Context: an optimization exercise on an open-source flow, tuned for small area, a short achievable clock period and few clock cycles per item. The choices shown serve that exercise and are no tape-out recipe.
Function was checked by simulation only, so behaviour that the tests miss may differ from the original.

==> flow/design.v (outline; a module is shown in full before it is edited, if it fits) <==
// module salu_mul_pp: 492 lines
// module salu_mul_fin: 71 lines
// module scalar_alu_pipe: 179 lines
module scalar_alu_pipe #(
   parameter int DATA_W     = 64,
   parameter int MUL_CYCLES = 4
) (
   input  logic              clock,
   input  logic              reset_n,
   input  logic              in_valid,
   output logic              in_ready,
   input  logic [salu_pkg::OP_W-1:0] in_op,
   input  logic              in_wide,
   input  logic [DATA_W-1:0] in_src0,
   input  logic [DATA_W-1:0] in_src1,
   input  logic [salu_pkg::SIMM_W-1:0] in_simm,
   input  logic [salu_pkg::SDST_W-1:0] in_sdst,
   input  logic              in_scc,
   output logic              out_valid,
   input  logic              out_ready,
   output logic [DATA_W-1:0] out_data,
   output logic [salu_pkg::SDST_W-1:0] out_sdst,
   output logic              out_wr,
   output logic              out_scc
);
  // ...
==> flow/run.sh <==
#!/bin/bash
# synth_recipe.tcl (not shown) runs the flow's synth.tcl, then flattens the netlist and writes it again
# the make line also repeats each setting of config.mk as NAME=value (left out here)
make -C /OpenROAD-flow-scripts/flow DESIGN_CONFIG=/design/flow/config.mk WORK_HOME=/design/flow/orfs CLKGATE_MAP_FILE= SYNTH_SCRIPT=/design/flow/synth_recipe.tcl finish
==> flow/config.mk <==
export PLATFORM = sky130hd
export DESIGN_NAME = scalar_alu_pipe
export DESIGN_NICKNAME = scalar_alu_pipe
export VERILOG_FILES = /design/flow/design.v
export SDC_FILE = /design/flow/constraint.sdc
export NUM_CORES = 4
export LEC_CHECK = 0
export CAP_MARGIN = 20
export CORE_MARGIN = 2
export CORE_UTILIZATION = 35
export SETUP_SLACK_MARGIN = 0.2
export SLEW_MARGIN = 20
==> flow/constraint.sdc <==
create_clock -name core_clock -period 9.0 [get_ports {clock}]
set_input_delay 1.8000 -clock core_clock [delete_from_list [all_inputs] [get_ports {clock}]]
set_output_delay 1.8000 -clock core_clock [all_outputs]
set_load 0.01 [all_outputs]
==> flow_summary_export.csv, run 1 <==
group,metric,value,unit
clocking,max-clock-path-buffers,3,
floorplan,die_y,375,um
sta,finClkSkew,0.0659,ns
finish,stdcell_count,7483,
finish,largest_class,"multi-input combinational cells",
drt,vias,48600,
min_path,holdCritStartpoint,"p1_sdst[3]",
finish,fill_cells,13700,
placed_design,routabilityCongestion,1.07,
grt,grt_overflow,0,
critical_path,timing.rr.start,"p1_op[2]",
critical_path,crit_arrival,8.44,ns
critical_path,cp-start-kind,"flip-flop",
finish,multiInputGateArea,31700,um^2
finish,final_core_util,0.397,
finish,final_area,53900,um^2
finish,multi_input_area_share,0.587,
sta,slew_viol_final,0,
yosys,synthSimpleGateAreaFrac,0.122,
sta,worst_slew_margin_rel,0.130,
critical_path,critPathBufInv,2,
clocking,clock_latency,0.71,ns
finish,comb.multi_input.count,4357,
clocking,htreeDepth,2,
yosys,yosysMostFrequentCell,"nand2_1",
yosys,synth-seq-area-share,0.271,
sta,setup_viol,0,
yosys,synth_ff_type,"edfxtp_1",
sta,fin_setup_tns,0,ns
min_path,hold_depth,0,
outcome,outcome,"complete, no violations",
drt,wl_met2,93800,um
placed_design,post_dp_cell_area,52100,um^2
yosys,synth.top_cells.by_count,"522 x nand2_1, 515 x a21oi_1, 499 x o21ai_0",
grt,grt_pass1_vias,44100,
sta,fin_crit_sh,0.887,
critical_path,crit_top_cell,"buf_4",
yosys,synthCells,5736,
finish,n_all_inverters,354,
placed_design,dp_hpwl,173000,um
finish,seq_area_frac,0.242,
critical_path,startpoint,"p1_op[2]",
finish,nets,6252,
Testbench counts, summed over its fixed seeds: cycles 12,024, items 12,000.
==> module scalar_alu_pipe, before the edit <==
module scalar_alu_pipe #(
   parameter int DATA_W     = 64,
   parameter int MUL_CYCLES = 4
) (
   input  logic              clock,
   input  logic              reset_n,
   input  logic              in_valid,
   output logic              in_ready,
   input  logic [salu_pkg::OP_W-1:0] in_op,
   input  logic              in_wide,
   input  logic [DATA_W-1:0] in_src0,
   input  logic [DATA_W-1:0] in_src1,
   input  logic [salu_pkg::SIMM_W-1:0] in_simm,
   input  logic [salu_pkg::SDST_W-1:0] in_sdst,
   input  logic              in_scc,
   output logic              out_valid,
   input  logic              out_ready,
   output logic [DATA_W-1:0] out_data,
   output logic [salu_pkg::SDST_W-1:0] out_sdst,
   output logic              out_wr,
   output logic              out_scc
);
   logic kv, en;
   assign en       = ~kv;
   assign in_ready = ~kv;
   logic        imm;
   logic [63:0] y_in;
   assign imm  = (in_op == salu_pkg::OP_MOVK) || (in_op == salu_pkg::OP_ADDK);
   assign y_in = imm ? {32'b0, {16{in_simm[15]}}, in_simm} : in_src1;
   logic        p1v, p1_w, p1_scc;
   logic [4:0]  p1_op;
   logic [63:0] p1_a, p1_y;
   logic [6:0]  p1_sdst;
   always_ff @(posedge clock or negedge reset_n)
      if (!reset_n)  p1v <= 1'b0;
      else if (en)   p1v <= in_valid;
   always_ff @(posedge clock)
      if (en) begin
         p1_op   <= in_op;
         p1_w    <= in_wide;
         p1_a    <= in_src0;
         p1_y    <= y_in;
         p1_sdst <= in_sdst;
         p1_scc  <= in_scc;
      end
   logic [4:0]  op;
   logic [63:0] a, y;
   assign op = p1_op;
   assign a  = p1_a;
   assign y  = p1_y;
   logic is_mul, narrow_op, w;
   assign is_mul    = op == salu_pkg::OP_MUL_I32;
   assign narrow_op = (op == salu_pkg::OP_MOVK) || (op == salu_pkg::OP_ADDK) || is_mul;
   assign w         = p1_w & ~narrow_op;
   logic        inv, c64, c32, cw, lt_u, lt_i, sa, sb, eq, el, eh, lt, gt, sel_a, ovf;
   logic        signed_cmp, is_max;
   logic [63:0] yy, s;
   assign inv = (op == salu_pkg::OP_SUB) || (op == salu_pkg::OP_MIN_I) || (op == salu_pkg::OP_MIN_U) ||
                (op == salu_pkg::OP_MAX_I) || (op == salu_pkg::OP_MAX_U) ||
                (op == salu_pkg::OP_CMP_LT_I) || (op == salu_pkg::OP_CMP_LT_U);
   assign yy  = y ^ {64{inv}};
   assign {c64, s} = {1'b0, a} + {1'b0, yy} + {64'b0, inv};
   assign c32  = s[32] ^ a[32] ^ yy[32];
   assign cw   = w ? c64 : c32;
   assign lt_u = ~cw;
   assign sa   = w ? a[63] : a[31];
   assign sb   = w ? y[63] : y[31];
   assign lt_i = (sa ^ sb) ? sa : lt_u;
   assign el   = a[31:0] == y[31:0];
   assign eh   = a[63:32] == y[63:32];
   assign eq   = el & (eh | ~w);
   assign signed_cmp = (op == salu_pkg::OP_MIN_I) || (op == salu_pkg::OP_MAX_I) || (op == salu_pkg::OP_CMP_LT_I);
   assign is_max     = (op == salu_pkg::OP_MAX_I) || (op == salu_pkg::OP_MAX_U);
   assign lt    = signed_cmp ? lt_i : lt_u;
   assign gt    = ~lt & ~eq;
   assign sel_a = is_max ? ~lt : lt;
   assign ovf   = (a[31] == y[31]) && (s[31] != a[31]);
   logic [5:0]  sh;
   logic        left, fill;
   logic [63:0] ra, xin, sr, rsr, shres;
   assign sh   = w ? y[5:0] : {1'b0, y[4:0]};
   assign left = op == salu_pkg::OP_LSHL;
   assign fill = (op == salu_pkg::OP_ASHR) && (w ? a[63] : a[31]);
   always_comb
      for (int i = 0; i < 64; i++) ra[i] = a[63-i];
   assign xin = left ? ra : (w ? a : {{32{fill}}, a[31:0]});
   assign sr  = 64'($signed({fill, xin}) >>> sh);
   always_comb
      for (int i = 0; i < 64; i++) rsr[i] = sr[63-i];
   assign shres = left ? rsr : sr;
   logic [63:0] r, res;
   logic        wr, nz, flag;
   always_comb begin
      r    = a;
      wr   = 1'b1;
      nz   = 1'b0;
      flag = p1_scc;
      case (op)
         salu_pkg::OP_MOV:      r = a;
         salu_pkg::OP_NOT:      begin r = ~a;    nz = 1'b1; end
         salu_pkg::OP_AND:      begin r = a & y; nz = 1'b1; end
         salu_pkg::OP_OR:       begin r = a | y; nz = 1'b1; end
         salu_pkg::OP_XOR:      begin r = a ^ y; nz = 1'b1; end
         salu_pkg::OP_ADD:      begin r = s; flag = cw; end
         salu_pkg::OP_SUB:      begin r = s; flag = lt_u; end
         salu_pkg::OP_LSHL,
         salu_pkg::OP_LSHR,
         salu_pkg::OP_ASHR:     begin r = shres; nz = 1'b1; end
         salu_pkg::OP_MIN_I,
         salu_pkg::OP_MIN_U:    begin r = sel_a ? a : y; flag = lt; end
         salu_pkg::OP_MAX_I,
         salu_pkg::OP_MAX_U:    begin r = sel_a ? a : y; flag = gt; end
         salu_pkg::OP_CMP_EQ:   begin r = '0; wr = 1'b0; flag = eq; end
         salu_pkg::OP_CMP_LG:   begin r = '0; wr = 1'b0; flag = ~eq; end
         salu_pkg::OP_CMP_LT_I,
         salu_pkg::OP_CMP_LT_U: begin r = '0; wr = 1'b0; flag = lt; end
         salu_pkg::OP_MOVK:     r = y;
         salu_pkg::OP_ADDK:     begin r = s; flag = ovf; end
         salu_pkg::OP_MUL_I32:  r = '0;
         default:               wr = 1'b0;
      endcase
   end
   assign res = w ? r : {32'b0, r[31:0]};
   logic [31:0] m0, m1, m2;
   salu_mul_pp u_mpp (.a(a[31:0]), .b(y[31:0]), .row0(m0), .row1(m1), .row2(m2));
   logic        r2v, r2_mul, r2_wr, r2_nz, r2_flag;
   logic [63:0] r2_x;
   logic [31:0] r2_m0, r2_m1, r2_m2;
   logic [6:0]  r2_sdst;
   always_ff @(posedge clock or negedge reset_n)
      if (!reset_n)  r2v <= 1'b0;
      else if (en)   r2v <= p1v;
   always_ff @(posedge clock)
      if (en) begin
         r2_x    <= res;
         r2_m0   <= m0;
         r2_m1   <= m1;
         r2_m2   <= m2;
         r2_mul  <= is_mul;
         r2_wr   <= wr;
         r2_nz   <= nz;
         r2_flag <= flag;
         r2_sdst <= p1_sdst;
      end
   logic [31:0] mp;
   logic [63:0] e2_data;
   logic        e2_scc;
   salu_mul_fin u_mfin (.row0(r2_m0), .row1(r2_m1), .row2(r2_m2), .p(mp));
   assign e2_data = {r2_x[63:32], r2_mul ? mp : r2_x[31:0]};
   assign e2_scc  = r2_nz ? (r2_x != '0) : r2_flag;
   logic        o_free;
   logic [63:0] k_data;
   logic [6:0]  k_sdst;
   logic        k_wr, k_scc;
   assign o_free = ~out_valid | out_ready;
   always_ff @(posedge clock or negedge reset_n)
      if (!reset_n) begin
         out_valid <= 1'b0;
         kv        <= 1'b0;
      end else if (o_free) begin
         out_valid <= kv | r2v;
         kv        <= 1'b0;
      end else if (r2v)
         kv        <= 1'b1;
   always_ff @(posedge clock)
      if (o_free) begin
         out_data <= kv ? k_data : e2_data;
         out_sdst <= kv ? k_sdst : r2_sdst;
         out_wr   <= kv ? k_wr   : r2_wr;
         out_scc  <= kv ? k_scc  : e2_scc;
      end
   always_ff @(posedge clock)
      if (~kv) begin
         k_data <= e2_data;
         k_sdst <= r2_sdst;
         k_wr   <= r2_wr;
         k_scc  <= e2_scc;
      end
endmodule
==> run 2: changes to the inputs <==
--- a/flow/design.v
+++ b/flow/design.v
@@ -27,26 +27,40 @@
       OP_ADDK     = 5'd19,
       OP_MUL_I32  = 5'd20
    } salu_op_e;
    typedef enum logic {
       S_IDLE = 1'b0,
       S_MUL  = 1'b1
    } salu_fsm_e;
 endpackage
+module salu_mul_enc (
+   input  logic [31:0] b,
+   output logic [15:0] one,
+   output logic [15:0] two,
+   output logic [15:0] ng
+);
+   logic [32:0] bx;
+   assign bx = {b, 1'b0};
+   for (genvar i = 0; i < 16; i++) begin : g_enc
+      assign one[i] = bx[2*i+1] ^ bx[2*i];
+      assign two[i] = (bx[2*i+2] & ~bx[2*i+1] & ~bx[2*i]) | (~bx[2*i+2] & bx[2*i+1] & bx[2*i]);
+      assign ng[i]  = bx[2*i+2] & ~(bx[2*i+1] & bx[2*i]);
+   end
+endmodule
 module salu_mul_pp (
    input  logic [31:0] a,
-   input  logic [31:0] b,
+   input  logic [15:0] one,
+   input  logic [15:0] two,
+   input  logic [15:0] ng,
    output logic [31:0] row0,
    output logic [31:0] row1,
    output logic [31:0] row2
 );
-   logic [32:0] bx;
    logic [32:0] ax;
-   logic [15:0] one, two, ng;
    logic [31:0] pp0;
    logic [29:0] pp1;
    logic [27:0] pp2;
    logic [25:0] pp3;
    logic [23:0] pp4;
    logic [21:0] pp5;
    logic [19:0] pp6;
    logic [17:0] pp7;
@@ -54,23 +68,17 @@
    logic [13:0] pp9;
    logic [11:0] pp10;
    logic [9:0] pp11;
    logic [7:0] pp12;
    logic [5:0] pp13;
    logic [3:0] pp14;
    logic [1:0] pp15;
    logic s1_1, s1_2, s1_3, s1_4, s1_5, s1_6, s1_7, s1_8, s1_9, s1_10, s1_11, s1_12, s1_13, s1_14, s1_15, s1_16, s1_17, s1_18, s1_19, s1_20, s1_21, s1_22, s1_23, s1_24, s1_25, s1_26, s1_27, s1_28, s1_29, s1_30, s1_31, s1_32, s1_33, s1_34, s1_35, s1_36, s1_37, s1_38, s1_39, s1_40, s1_41, s1_42, s1_43, s1_44, s1_45, s1_46, s1_47, s1_48, s1_49, s1_50, s1_51, s1_52, s1_53, s1_54, s1_55, s1_56, s1_57, s1_58, s1_59, s1_60, s1_61, s1_62, s1_63, s1_64, s1_65, s1_66, s1_67, s1_68, s1_69, s1_70, s1_71, s1_72, s1_73, s1_74, s1_75, s1_76, s1_77, s1_78, s1_79, s1_80, s1_81, s1_82, s1_83, s1_84, s1_85, s1_86, s1_87, s1_88, s1_89, s1_90, s1_91, s1_92, s1_93, s1_94, s1_95, s1_96, s1_97, s1_98, s1_99, s1_100, s1_101, s1_102, s1_103, s1_104, s1_105, s1_106, s1_107, s1_108, s1_109, s1_110, s1_111, s1_112, s1_113, s1_114, s1_115, s1_116, s1_117, s1_118, s1_119, s1_120, s1_121, s1_122, s1_123, s1_124, s1_125, s1_126, s1_127, s1_128, s1_129, s1_130, s1_131, s1_132, s1_133, s1_134, s1_135, s1_136, s1_137, s1_138, s1_139, s1_140, s1_141, s1_142, s1_143, s1_144, s1_145, s1_146, s1_147, s1_148, s1_149, s1_150, s1_151, s1_152, s1_153, s1_154, s1_155, s1_156, s1_157, s1_158, s1_159, s1_160, s1_161, s1_162, s1_163, s1_164, s1_165, s1_166, s1_167, s1_168, s1_169, s1_170, s1_171, s1_172, s1_173, s1_174, s1_175, s1_176, s1_177, s1_178, s1_179, s1_180, s1_181, s1_182, s1_183, s1_184, s1_185, s1_186, s1_187, s1_188, s1_189, s1_190, s1_191, s1_192, s1_193, s1_194, s1_195, s1_196, s1_197, s1_198, s1_199, s1_200, s1_201, s1_202, s1_203, s1_204, s1_205, s1_206, s1_207, s1_208, s1_209, s1_210, s1_211, s1_212, s1_213, s1_214, s1_215, s1_216, s1_217, s1_218, s1_219, s1_220, s1_221, s1_222, s1_223, s1_224, s1_225, s1_226, s1_227, s1_228, s1_229, s1_230, s1_231, s1_232, s1_233, s1_234, s1_235, s1_236, s1_237, s1_238, s1_239, s1_240, s1_241, s1_242, s1_243, s1_244, s1_245, s1_246, s1_247, s1_248, s1_249, s1_250, s1_251, s1_252, s1_253, s1_254, s1_255, s1_256, s1_257, s1_258, s1_259, s1_260, s1_261, s1_262, s1_263, s1_264, s1_265, s1_266, s1_267, s1_268, s1_269, s1_270, s1_271, s1_272, s1_273, s1_274, s1_275, s1_276, s1_277, s1_278, s1_279, s1_280, s1_281, s1_282, s1_283, s1_284, s1_285, s1_286, s1_287, s1_288, s1_289, s1_290, s1_291, s1_292, s1_293, s1_294, s1_295, s1_296, s1_297, s1_298, s1_299, s1_300, s1_301, s1_302, s1_303, s1_304, s1_305, s1_306, s1_307, s1_308, s1_309, s1_310, s1_311, s1_312, s1_313, s1_314, s1_315, s1_316, s1_317, s1_318, s1_319, s1_320, s1_321, s1_322, s1_323, s1_324, s1_325, s1_326, s1_327, s1_328, s1_329, s1_330, s1_331, s1_332, s1_333, s1_334, s1_335, s1_336, s1_337, s1_338, s1_339, s1_340, s1_341, s1_342, s1_343, s1_344, s1_345, s1_346, s1_347, s1_348, s1_349, s1_350, s1_351, s1_352, s1_353, s1_354, s1_355, s1_356, s1_357, s1_358, s1_359, s1_360, s1_361, s1_362, s1_363, s1_364, s1_365, s1_366, s1_367, s1_368, s1_369, s1_370, s1_371, s1_372, s1_373, s1_374, s1_375, s1_376, s1_377, s1_378, s1_379, s1_380, s1_381, s1_382, s1_383, s1_384, s1_385, s1_386, s1_387, s1_388, s1_389, s1_390, s1_391, s1_392, s1_393, s1_394, s1_395, s1_396, s1_397, s1_398, s1_399, s1_400, s1_401, s1_402, s1_403, s1_404, s1_405, s1_406, s1_407, s1_408, s1_409, s1_410, s1_411, s1_412, s1_413, s1_414, s1_415, s1_416, s1_417, s1_418, s1_419, s1_420;
-   assign bx = {b, 1'b0};
    assign ax = {a, 1'b0};
-   for (genvar i = 0; i < 16; i++) begin : g_enc
-      assign one[i] = bx[2*i+1] ^ bx[2*i];
-      assign two[i] = (bx[2*i+2] & ~bx[2*i+1] & ~bx[2*i]) | (~bx[2*i+2] & bx[2*i+1] & bx[2*i]);
-      assign ng[i]  = bx[2*i+2];
-   end
    for (genvar j = 0; j < 32; j++) begin : g_pp0
       assign pp0[j] = ((one[0] & ax[j+1]) | (two[0] & ax[j])) ^ ng[0];
    end
    for (genvar j = 0; j < 30; j++) begin : g_pp1
       assign pp1[j] = ((one[1] & ax[j+1]) | (two[1] & ax[j])) ^ ng[1];
    end
    for (genvar j = 0; j < 28; j++) begin : g_pp2
       assign pp2[j] = ((one[2] & ax[j+1]) | (two[2] & ax[j])) ^ ng[2];
@@ -612,165 +620,182 @@
    input  logic              in_scc,
    output logic              out_valid,
    input  logic              out_ready,
    output logic [DATA_W-1:0] out_data,
    output logic [salu_pkg::SDST_W-1:0] out_sdst,
    output logic              out_wr,
    output logic              out_scc
 );
-   logic kv, en;
-   assign en       = ~kv;
-   assign in_ready = ~kv;
-   logic        imm;
-   logic [63:0] y_in;
-   assign imm  = (in_op == salu_pkg::OP_MOVK) || (in_op == salu_pkg::OP_ADDK);
-   assign y_in = imm ? {32'b0, {16{in_simm[15]}}, in_simm} : in_src1;
-   logic        p1v, p1_w, p1_scc;
-   logic [4:0]  p1_op;
-   logic [63:0] p1_a, p1_y;
+   logic en;
+   assign en       = ~out_valid | out_ready;
+   assign in_ready = en;
+   logic [4:0]  dop;
+   logic        d_inv, d_w, d_sum, d_shr, d_shl, d_ashr, d_mm, d_max, d_sgn;
+   logic        d_fc, d_flt, d_fgt, d_feq, d_fne, d_fov, d_fscc, d_nz, d_wr, d_mul, d_imm;
+   logic [3:0]  d_tt;
+   assign dop = in_op;
+   always_comb begin
+      d_inv = 1'b0; d_sum = 1'b0; d_shr = 1'b0; d_shl = 1'b0; d_ashr = 1'b0;
+      d_mm  = 1'b0; d_max = 1'b0; d_sgn = 1'b0;
+      d_fc  = 1'b0; d_flt = 1'b0; d_fgt = 1'b0; d_feq = 1'b0; d_fne = 1'b0; d_fov = 1'b0;
+      d_nz  = 1'b0; d_wr  = 1'b1; d_mul = 1'b0; d_imm = 1'b0;
+      d_tt  = 4'b1100;
+      case (dop)
+         salu_pkg::OP_MOV:      d_tt = 4'b1100;
+         salu_pkg::OP_NOT:      begin d_tt = 4'b0011; d_nz = 1'b1; end
+         salu_pkg::OP_AND:      begin d_tt = 4'b1000; d_nz = 1'b1; end
+         salu_pkg::OP_OR:       begin d_tt = 4'b1110; d_nz = 1'b1; end
+         salu_pkg::OP_XOR:      begin d_tt = 4'b0110; d_nz = 1'b1; end
+         salu_pkg::OP_ADD:      begin d_tt = 4'b0000; d_sum = 1'b1; d_fc = 1'b1; end
+         salu_pkg::OP_SUB:      begin d_tt = 4'b0000; d_sum = 1'b1; d_inv = 1'b1; d_flt = 1'b1; end
+         salu_pkg::OP_LSHL:     begin d_tt = 4'b0000; d_shl = 1'b1; d_nz = 1'b1; end
+         salu_pkg::OP_LSHR:     begin d_tt = 4'b0000; d_shr = 1'b1; d_nz = 1'b1; end
+         salu_pkg::OP_ASHR:     begin d_tt = 4'b0000; d_shr = 1'b1; d_ashr = 1'b1; d_nz = 1'b1; end
+         salu_pkg::OP_MIN_I:    begin d_tt = 4'b0000; d_inv = 1'b1; d_mm = 1'b1; d_sgn = 1'b1; d_flt = 1'b1; end
+         salu_pkg::OP_MIN_U:    begin d_tt = 4'b0000; d_inv = 1'b1; d_mm = 1'b1; d_flt = 1'b1; end
+         salu_pkg::OP_MAX_I:    begin d_tt = 4'b0000; d_inv = 1'b1; d_mm = 1'b1; d_max = 1'b1; d_sgn = 1'b1; d_fgt = 1'b1; end
+         salu_pkg::OP_MAX_U:    begin d_tt = 4'b0000; d_inv = 1'b1; d_mm = 1'b1; d_max = 1'b1; d_fgt = 1'b1; end
+         salu_pkg::OP_CMP_EQ:   begin d_tt = 4'b0000; d_inv = 1'b1; d_wr = 1'b0; d_feq = 1'b1; end
+         salu_pkg::OP_CMP_LG:   begin d_tt = 4'b0000; d_inv = 1'b1; d_wr = 1'b0; d_fne = 1'b1; end
+         salu_pkg::OP_CMP_LT_I: begin d_tt = 4'b0000; d_inv = 1'b1; d_wr = 1'b0; d_sgn = 1'b1; d_flt = 1'b1; end
+         salu_pkg::OP_CMP_LT_U: begin d_tt = 4'b0000; d_inv = 1'b1; d_wr = 1'b0; d_flt = 1'b1; end
+         salu_pkg::OP_MOVK:     begin d_tt = 4'b1010; d_imm = 1'b1; end
+         salu_pkg::OP_ADDK:     begin d_tt = 4'b0000; d_imm = 1'b1; d_sum = 1'b1; d_fov = 1'b1; end
+         salu_pkg::OP_MUL_I32:  begin d_tt = 4'b0000; d_mul = 1'b1; end
+         default:               begin d_tt = 4'b1100; d_wr = 1'b0; end
+      endcase
+      d_w    = in_wide & ~d_imm & ~d_mul;
+      d_fscc = ~(d_fc | d_flt | d_fgt | d_feq | d_fne | d_fov | d_nz);
+   end
+   logic [15:0] bo_in, bt_in, bn_in;
+   salu_mul_enc u_menc (.b(in_src1[31:0]), .one(bo_in), .two(bt_in), .ng(bn_in));
+   logic [63:0] y_in, yy_in;
+   assign y_in  = d_imm ? {32'b0, {16{in_simm[15]}}, in_simm} : in_src1;
+   assign yy_in = y_in ^ {64{d_inv}};
+   logic        p1v;
+   logic [63:0] a, yy;
+   logic [3:0]  tt;
+   logic        inv, w, c_sum, c_shr, c_shl, c_ashr, c_mm, c_max, c_sgn;
+   logic        c_fc, c_flt, c_fgt, c_feq, c_fne, c_fov, c_fscc, c_nz, c_wr, c_mul, p1_scc;
    logic [6:0]  p1_sdst;
+   logic [15:0] bo, bt, bn;
    always_ff @(posedge clock or negedge reset_n)
       if (!reset_n)  p1v <= 1'b0;
       else if (en)   p1v <= in_valid;
    always_ff @(posedge clock)
       if (en) begin
-         p1_op   <= in_op;
-         p1_w    <= in_wide;
-         p1_a    <= in_src0;
-         p1_y    <= y_in;
-         p1_sdst <= in_sdst;
+         a       <= in_src0;
+         yy      <= yy_in;
+         tt      <= d_tt;
+         inv     <= d_inv;
+         w       <= d_w;
+         c_sum   <= d_sum;
+         c_shr   <= d_shr;
+         c_shl   <= d_shl;
+         c_ashr  <= d_ashr;
+         c_mm    <= d_mm;
+         c_max   <= d_max;
+         c_sgn   <= d_sgn;
+         c_fc    <= d_fc;
+         c_flt   <= d_flt;
+         c_fgt   <= d_fgt;
+         c_feq   <= d_feq;
+         c_fne   <= d_fne;
+         c_fov   <= d_fov;
+         c_fscc  <= d_fscc;
+         c_nz    <= d_nz;
+         c_wr    <= d_wr;
+         c_mul   <= d_mul;
          p1_scc  <= in_scc;
+         p1_sdst <= in_sdst;
+         bo      <= bo_in;
+         bt      <= bt_in;
+         bn      <= bn_in;
       end
-   logic [4:0]  op;
-   logic [63:0] a, y;
-   assign op = p1_op;
-   assign a  = p1_a;
-   assign y  = p1_y;
-   logic is_mul, narrow_op, w;
-   assign is_mul    = op == salu_pkg::OP_MUL_I32;
-   assign narrow_op = (op == salu_pkg::OP_MOVK) || (op == salu_pkg::OP_ADDK) || is_mul;
-   assign w         = p1_w & ~narrow_op;
-   logic        inv, c64, c32, cw, lt_u, lt_i, sa, sb, eq, el, eh, lt, gt, sel_a, ovf;
-   logic        signed_cmp, is_max;
-   logic [63:0] yy, s;
-   assign inv = (op == salu_pkg::OP_SUB) || (op == salu_pkg::OP_MIN_I) || (op == salu_pkg::OP_MIN_U) ||
-                (op == salu_pkg::OP_MAX_I) || (op == salu_pkg::OP_MAX_U) ||
-                (op == salu_pkg::OP_CMP_LT_I) || (op == salu_pkg::OP_CMP_LT_U);
-   assign yy  = y ^ {64{inv}};
-   assign {c64, s} = {1'b0, a} + {1'b0, yy} + {64'b0, inv};
-   assign c32  = s[32] ^ a[32] ^ yy[32];
-   assign cw   = w ? c64 : c32;
-   assign lt_u = ~cw;
-   assign sa   = w ? a[63] : a[31];
-   assign sb   = w ? y[63] : y[31];
-   assign lt_i = (sa ^ sb) ? sa : lt_u;
-   assign el   = a[31:0] == y[31:0];
-   assign eh   = a[63:32] == y[63:32];
-   assign eq   = el & (eh | ~w);
-   assign signed_cmp = (op == salu_pkg::OP_MIN_I) || (op == salu_pkg::OP_MAX_I) || (op == salu_pkg::OP_CMP_LT_I);
-   assign is_max     = (op == salu_pkg::OP_MAX_I) || (op == salu_pkg::OP_MAX_U);
-   assign lt    = signed_cmp ? lt_i : lt_u;
+   logic [65:0] sum66;
+   logic [63:0] s, p;
+   logic        c64, c32, cw, lt_u, lt_i, sa, sy, eq, lt, gt, sel_a, ovf;
+   assign sum66 = {1'b0, a, 1'b1} + {1'b0, yy, inv};
+   assign s     = sum66[64:1];
+   assign c64   = sum66[65];
+   assign p     = a ^ yy;
+   assign c32   = s[32] ^ p[32];
+   assign cw    = w ? c64 : c32;
+   assign lt_u  = ~cw;
+   assign sa    = w ? a[63] : a[31];
+   assign sy    = w ? ~yy[63] : ~yy[31];
+   assign lt_i  = (sa ^ sy) ? sa : lt_u;
+   assign eq    = (&p[31:0]) & ((&p[63:32]) | ~w);
+   assign lt    = c_sgn ? lt_i : lt_u;
    assign gt    = ~lt & ~eq;
-   assign sel_a = is_max ? ~lt : lt;
-   assign ovf   = (a[31] == y[31]) && (s[31] != a[31]);
+   assign sel_a = c_max ? ~lt : lt;
+   assign ovf   = (a[31] == yy[31]) && (s[31] != a[31]);
+   logic [3:0]  tl, th;
+   logic [63:0] lg;
+   assign tl = c_mm ? {sel_a, 1'b1, 1'b0, ~sel_a} : tt;
+   assign th = w ? tl : 4'b0000;
+   always_comb begin
+      for (int i = 0; i < 32; i++)  lg[i] = tl[{a[i], yy[i]}];
+      for (int i = 32; i < 64; i++) lg[i] = th[{a[i], yy[i]}];
+   end
    logic [5:0]  sh;
-   logic        left, fill;
-   logic [63:0] ra, xin, sr, rsr, shres;
-   assign sh   = w ? y[5:0] : {1'b0, y[4:0]};
-   assign left = op == salu_pkg::OP_LSHL;
-   assign fill = (op == salu_pkg::OP_ASHR) && (w ? a[63] : a[31]);
+   logic        fill;
+   logic [63:0] ra, xin, sr, rsr;
+   assign sh   = w ? yy[5:0] : {1'b0, yy[4:0]};
+   assign fill = c_ashr & (w ? a[63] : a[31]);
    always_comb
       for (int i = 0; i < 64; i++) ra[i] = a[63-i];
-   assign xin = left ? ra : (w ? a : {{32{fill}}, a[31:0]});
+   assign xin = c_shl ? ra : (w ? a : {{32{fill}}, a[31:0]});
    assign sr  = 64'($signed({fill, xin}) >>> sh);
    always_comb
       for (int i = 0; i < 64; i++) rsr[i] = sr[63-i];
-   assign shres = left ? rsr : sr;
-   logic [63:0] r, res;
-   logic        wr, nz, flag;
-   always_comb begin
-      r    = a;
-      wr   = 1'b1;
-      nz   = 1'b0;
-      flag = p1_scc;
-      case (op)
-         salu_pkg::OP_MOV:      r = a;
-         salu_pkg::OP_NOT:      begin r = ~a;    nz = 1'b1; end
-         salu_pkg::OP_AND:      begin r = a & y; nz = 1'b1; end
-         salu_pkg::OP_OR:       begin r = a | y; nz = 1'b1; end
-         salu_pkg::OP_XOR:      begin r = a ^ y; nz = 1'b1; end
-         salu_pkg::OP_ADD:      begin r = s; flag = cw; end
-         salu_pkg::OP_SUB:      begin r = s; flag = lt_u; end
-         salu_pkg::OP_LSHL,
-         salu_pkg::OP_LSHR,
-         salu_pkg::OP_ASHR:     begin r = shres; nz = 1'b1; end
-         salu_pkg::OP_MIN_I,
-         salu_pkg::OP_MIN_U:    begin r = sel_a ? a : y; flag = lt; end
-         salu_pkg::OP_MAX_I,
-         salu_pkg::OP_MAX_U:    begin r = sel_a ? a : y; flag = gt; end
-         salu_pkg::OP_CMP_EQ:   begin r = '0; wr = 1'b0; flag = eq; end
-         salu_pkg::OP_CMP_LG:   begin r = '0; wr = 1'b0; flag = ~eq; end
-         salu_pkg::OP_CMP_LT_I,
-         salu_pkg::OP_CMP_LT_U: begin r = '0; wr = 1'b0; flag = lt; end
-         salu_pkg::OP_MOVK:     r = y;
-         salu_pkg::OP_ADDK:     begin r = s; flag = ovf; end
-         salu_pkg::OP_MUL_I32:  r = '0;
-         default:               wr = 1'b0;
-      endcase
-   end
-   assign res = w ? r : {32'b0, r[31:0]};
+   logic [63:0] res;
+   logic        hs, hr, hl;
+   assign hs = c_sum & w;
+   assign hr = c_shr & w;
+   assign hl = c_shl & w;
+   assign res[31:0]  = lg[31:0]  | ({32{c_sum}} & s[31:0])  | ({32{c_shr}} & sr[31:0])  | ({32{c_shl}} & rsr[31:0]);
+   assign res[63:32] = lg[63:32] | ({32{hs}}    & s[63:32]) | ({32{hr}}    & sr[63:32]) | ({32{hl}}    & rsr[63:32]);
+   logic flag;
+   assign flag = (c_fc & cw) | (c_flt & lt) | (c_fgt & gt) | (c_feq & eq) | (c_fne & ~eq) |
+                 (c_fov & ovf) | (c_fscc & p1_scc);
    logic [31:0] m0, m1, m2;
-   salu_mul_pp u_mpp (.a(a[31:0]), .b(y[31:0]), .row0(m0), .row1(m1), .row2(m2));
+   salu_mul_pp u_mpp (.a(a[31:0]), .one(bo), .two(bt), .ng(bn), .row0(m0), .row1(m1), .row2(m2));
+   logic [63:0] x;
+   assign x = res | ({64{c_mul}} & {8'b0, m1[23:0], 8'b0, m0[23:0]});
    logic        r2v, r2_mul, r2_wr, r2_nz, r2_flag;
    logic [63:0] r2_x;
-   logic [31:0] r2_m0, r2_m1, r2_m2;
+   logic [31:0] r2_m2;
+   logic [7:0]  r2_m0h, r2_m1h;
    logic [6:0]  r2_sdst;
    always_ff @(posedge clock or negedge reset_n)
       if (!reset_n)  r2v <= 1'b0;
       else if (en)   r2v <= p1v;
    always_ff @(posedge clock)
       if (en) begin
-         r2_x    <= res;
-         r2_m0   <= m0;
-         r2_m1   <= m1;
+         r2_x    <= x;
          r2_m2   <= m2;
-         r2_mul  <= is_mul;
-         r2_wr   <= wr;
-         r2_nz   <= nz;
+         r2_m0h  <= m0[31:24];
+         r2_m1h  <= m1[31:24];
+         r2_mul  <= c_mul;
+         r2_wr   <= c_wr;
+         r2_nz   <= c_nz;
          r2_flag <= flag;
          r2_sdst <= p1_sdst;
       end
    logic [31:0] mp;
    logic [63:0] e2_data;
    logic        e2_scc;
-   salu_mul_fin u_mfin (.row0(r2_m0), .row1(r2_m1), .row2(r2_m2), .p(mp));
-   assign e2_data = {r2_x[63:32], r2_mul ? mp : r2_x[31:0]};
+   salu_mul_fin u_mfin (.row0({r2_m0h, r2_x[23:0]}), .row1({r2_m1h, r2_x[55:32]}), .row2(r2_m2), .p(mp));
+   assign e2_data = r2_mul ? {32'b0, mp} : r2_x;
    assign e2_scc  = r2_nz ? (r2_x != '0) : r2_flag;
-   logic        o_free;
-   logic [63:0] k_data;
-   logic [6:0]  k_sdst;
-   logic        k_wr, k_scc;
-   assign o_free = ~out_valid | out_ready;
    always_ff @(posedge clock or negedge reset_n)
-      if (!reset_n) begin
-         out_valid <= 1'b0;
-         kv        <= 1'b0;
-      end else if (o_free) begin
-         out_valid <= kv | r2v;
-         kv        <= 1'b0;
-      end else if (r2v)
-         kv        <= 1'b1;
+      if (!reset_n)  out_valid <= 1'b0;
+      else if (en)   out_valid <= r2v;
    always_ff @(posedge clock)
-      if (o_free) begin
-         out_data <= kv ? k_data : e2_data;
-         out_sdst <= kv ? k_sdst : r2_sdst;
-         out_wr   <= kv ? k_wr   : r2_wr;
-         out_scc  <= kv ? k_scc  : e2_scc;
-      end
-   always_ff @(posedge clock)
-      if (~kv) begin
-         k_data <= e2_data;
-         k_sdst <= r2_sdst;
-         k_wr   <= r2_wr;
-         k_scc  <= e2_scc;
+      if (en) begin
+         out_data <= e2_data;
+         out_sdst <= r2_sdst;
+         out_wr   <= r2_wr;
+         out_scc  <= e2_scc;
       end
 endmodule
==> flow/config.mk (replaced) <==
export PLATFORM = sky130hd
export DESIGN_NAME = scalar_alu_pipe
export DESIGN_NICKNAME = scalar_alu_pipe
export VERILOG_FILES = /design/flow/design.v
export SDC_FILE = /design/flow/constraint.sdc
export NUM_CORES = 4
export LEC_CHECK = 0
export CAP_MARGIN = 20
export CORE_MARGIN = 2
export CORE_UTILIZATION = 35
export SETUP_SLACK_MARGIN = 5
export SLEW_MARGIN = 20
==> flow_summary_export.csv, run 2 <==
group,metric,value,unit
outcome,outcome,"complete, no violations",
yosys,post-synth-top-area-cell,"edfxtp_1",
yosys,synth_warnings,1,
finish,layout_common_cells,"399 x edfxtp_1, 325 x nand2_1, 244 x a22oi_1, 233 x clkdlybuf4s50_1, 223 x xnor2_1",
floorplan,start_util,0.353,
floorplan,fp.dieW,341,um
yosys,yosysMostFrequentCell,"edfxtp_1",
grt,grt_overflow,0,
yosys,synth-edff-count,399,
critical_path,reg2reg_depth,12,
critical_path,cp_max_fo,27,
grt,grt_pass1_wl,263000,um
drt,detail-route-antenna-nets,0,
clocking,cts_made_buffers,51,
grt,grt_pass1_vias,35000,
finish,syn_to_final_growth,21.7,%
finish,nets,4745,
placed_design,io_buffers,236,
finish,drive_above_1_share,0.168,
critical_path,crit_arrival,4.71,ns
sta,finalWorstSetupSlack,4.69,ns
floorplan,placementRows,123,
grt,antenna_found_initial,8,
sta,rsz0062_at_grt,"yes",
min_path,hp-class,"reg -> reg",
finish,stdcell_count,5791,
finish,fill_cells,10800,
min_path,holdCritStartpoint,"r2_sdst[4]",
critical_path,critPathCaptureType,"flip-flop",
critical_path,regToRegSetupSlack,4.69,ns
drt,wl_met1,75000,um
sta,max_freq,232,MHz
grt,track_usage,0.312,
yosys,synth.avg_cell_area,9.80,um^2
sta,timing.hold.ws,0.419,ns
yosys,ys_async_sr_fraction,0.00746,
clocking,htreeDepth,2,
drt,drc,0,
sta,slew_viol_final,0,
critical_path,crit_top_cell,"o21ai_1",
yosys,syn_area,39800,um^2
placed_design,dp_hpwl,132000,um
floorplan,pin_count,237,
drt,finalWirelength,187000,um
sta,finClkSkew,0.0259,ns
critical_path,critPathMaxStageDelay,0.88,ns
drt,wire_per_inst,32.3,um
critical_path,required,9.40,ns
critical_path,timing.rr.start,"c_shl",
critical_path,r2r-end,"r2_x[53]",
drt,vias,37100,
sta,worst_pin_slew,1.09,ns
floorplan,die-area,116000,um^2
min_path,hold_depth,0,
min_path,hold_end,"out_sdst[4]",
clocking,cts_sinks,402,
sta,worst_slew_margin_rel,0.273,
critical_path,crit_type,"reg -> reg",
critical_path,worstPathCellList,"buf_12, clkinvlp_4, buf_6, o21ai_0, o21ai_1, a21oi_1, o311ai_0, o21ai_1, mux4_2, a222oi_1, o31a_1, o211ai_1",
job,cap_violations,0,
placed_design,dp_cells,5550,
sta,fin_crit_sh,0.479,
clocking,cts_root_buf,"clkbuf_16",
drt,dr_wl_met3,25400,um
finish,layout_commonest_cell,"edfxtp_1",
clocking,max-clock-path-buffers,3,
finish,final_core_util,0.430,
yosys,synth_ff_type,"edfxtp_1",
sta,fin_setup_tns,0,ns
sta,min_period,4.31,ns
drt,drt_iter0_drc,5553,
clocking,cts_tree,"built",
drt,dr.pass1.iters,7,
placed_design,routabilityCongestion,1.05,
drt,via_per_inst,6.41,
clocking,clk_pin_slew,0.06,ns
floorplan,die_y,341,um
yosys,synthTopCellsByArea,"edfxtp_1 30%, fa_1 9.5%, a22oi_1 5.2%",
critical_path,cp-start-kind,"flip-flop",
drt,wl_met2,75500,um
yosys,synth_cell_types,91,
yosys,synth_top_area_frac,0.301,
yosys,synth-seq-area-share,0.303,
critical_path,critPathSlowestCell,"a222oi_1",
yosys,synth_fp_nets,4560,
critical_path,startpoint,"c_shl",
yosys,synth_seq_cells,402,
clocking,ctsHoldBuffers,0,
clocking,clock_latency,0.69,ns
placed_design,dp_slack,3.26,ns
drt,top_layer,"met5",
yosys,synth.top_cells.by_count,"399 x edfxtp_1, 330 x nand2_1, 274 x a22oi_1",
grt,grt_max_degree,134,
finish,regArea,12100,um^2
sta,timing_hold_violations_final,0,
yosys,synthCells,4060,
sta,setup_viol,0,
floorplan,coreArea,113000,um^2
finish,multiInputGateArea,26700,um^2
==> run 2: cell types whose count changed after synthesis, sizes merged, moves of 165 or more <==
cell	previous run	this run
o21ai	518	159
a21oi	515	232
nor2	456	201
nand2	522	330
clkbuf	426	256
xor2	53	218
==> run 2: layout make-up <==
class	instances	area share
multi-input cells	3091	0.552
clock buffers	61	0.0276
clock inverters	33	0.00744
repair buffers	494	0.109
diodes	5	0.000258
flip-flops and latches	402	0.249
inverters	205	0.0163
well taps	1500	0.0388
==> run 2: worst max-delay path, delay by kind of cell, from the launching register on <==
kind                   cells  cell delay [ns]
AO/OA/AOI/OAI              8             2.39
buffers and inverters      3             0.62
flip-flops                 1             0.43
multiplexers               1             0.56
==> run 2: how the worst max path moves through the flow <==
stage                to  cells past startpoint  slack [ns]
6_report       r2_x[53]                     12        4.69
5_1_grt        r2_x[53]                     12        4.72
4_1_cts        r2_x[53]                     12        4.84
3_5_place_dp   r2_x[32]                     13        3.26
3_3_place_gp   r2_x[36]                     13        3.34
2_1_floorplan  in_ready                      1        2.61
==> run 2: per-layer routing <==
| metal | track usage | up-vias |
|---|---|---|
| met2 | 0.443 | 2750 |
| met1 | 0.428 | 18300 |
| met3 | 0.103 | 566 |
| li1 | - | 15500 |
| met5 | 0 | - |
| met4 | 0.140 | 4 |
==> run 2: cell families (layout without fill, tap and decap cells) <==
family	after synthesis	count (layout)	share of synthesized area
flip-flops	402	402	0.303
other	0	5	0
buffers and inverters	572	793	0.0559
AND/OR/NAND/NOR	911	915	0.108
XOR/XNOR	446	446	0.0982
adder cells (fa/ha/maj)	338	338	0.142
multiplexers	256	257	0.0939
AO/OA/AOI/OAI	1135	1135	0.199
==> run 2: repair_timing <==
item | in CTS | in global routing
gates cloned | 17 | 5
buffers inserted | 92 | 28
setup endpoints to repair | 122 | 94
pin swaps | 58 | 43
gates resized for setup | 253 | 132
==> run 2: through the flow <==
stage	cell area, um^2
2_1_floorplan	39900
3_3_place_gp	43600
3_5_place_dp	43600
4_1_cts	47500
5_1_grt	48400
6_report	48400
Testbench counts of run 2, summed over its fixed seeds: cycles 12,024, items 12,000.

what the ideal ports hide:
Ports are ideal in the flow. The routed layouts listed here were re-timed in OpenROAD. Step 1 (the two cells are an assumption about what drives the block):
set clk [get_ports {clock}]
set_driving_cell -lib_cell sky130_fd_sc_hd__clkbuf_16 $clk
set_driving_cell -lib_cell sky130_fd_sc_hd__buf_2 [delete_from_list [all_inputs] $clk]
Step 2 moves the port delays by t, midway between the first and last clock arrival at a register: inputs arrive t later, outputs are due t later. That takes back most of the time a late clock gives input paths. a / b / c = no drivers / after step 1 / after step 2; a / b = the first two.
| run | t, ns | setup WS [ns] | latest minus earliest clock arrival (ns) |
|---|---|---|---|
| run 1 | 0.765 | 1.018 / 1.018 / 1.018 | 0.076 / 0.076 |
| run 2 | 0.747 | 4.692 / 4.692 / 4.354 | 0.026 / 0.026 |
After both steps every run listed still meets setup and hold. The setup slack of run 2, which loses most, moves by 0.000 ns with the drivers and by -0.338 ns with both steps.
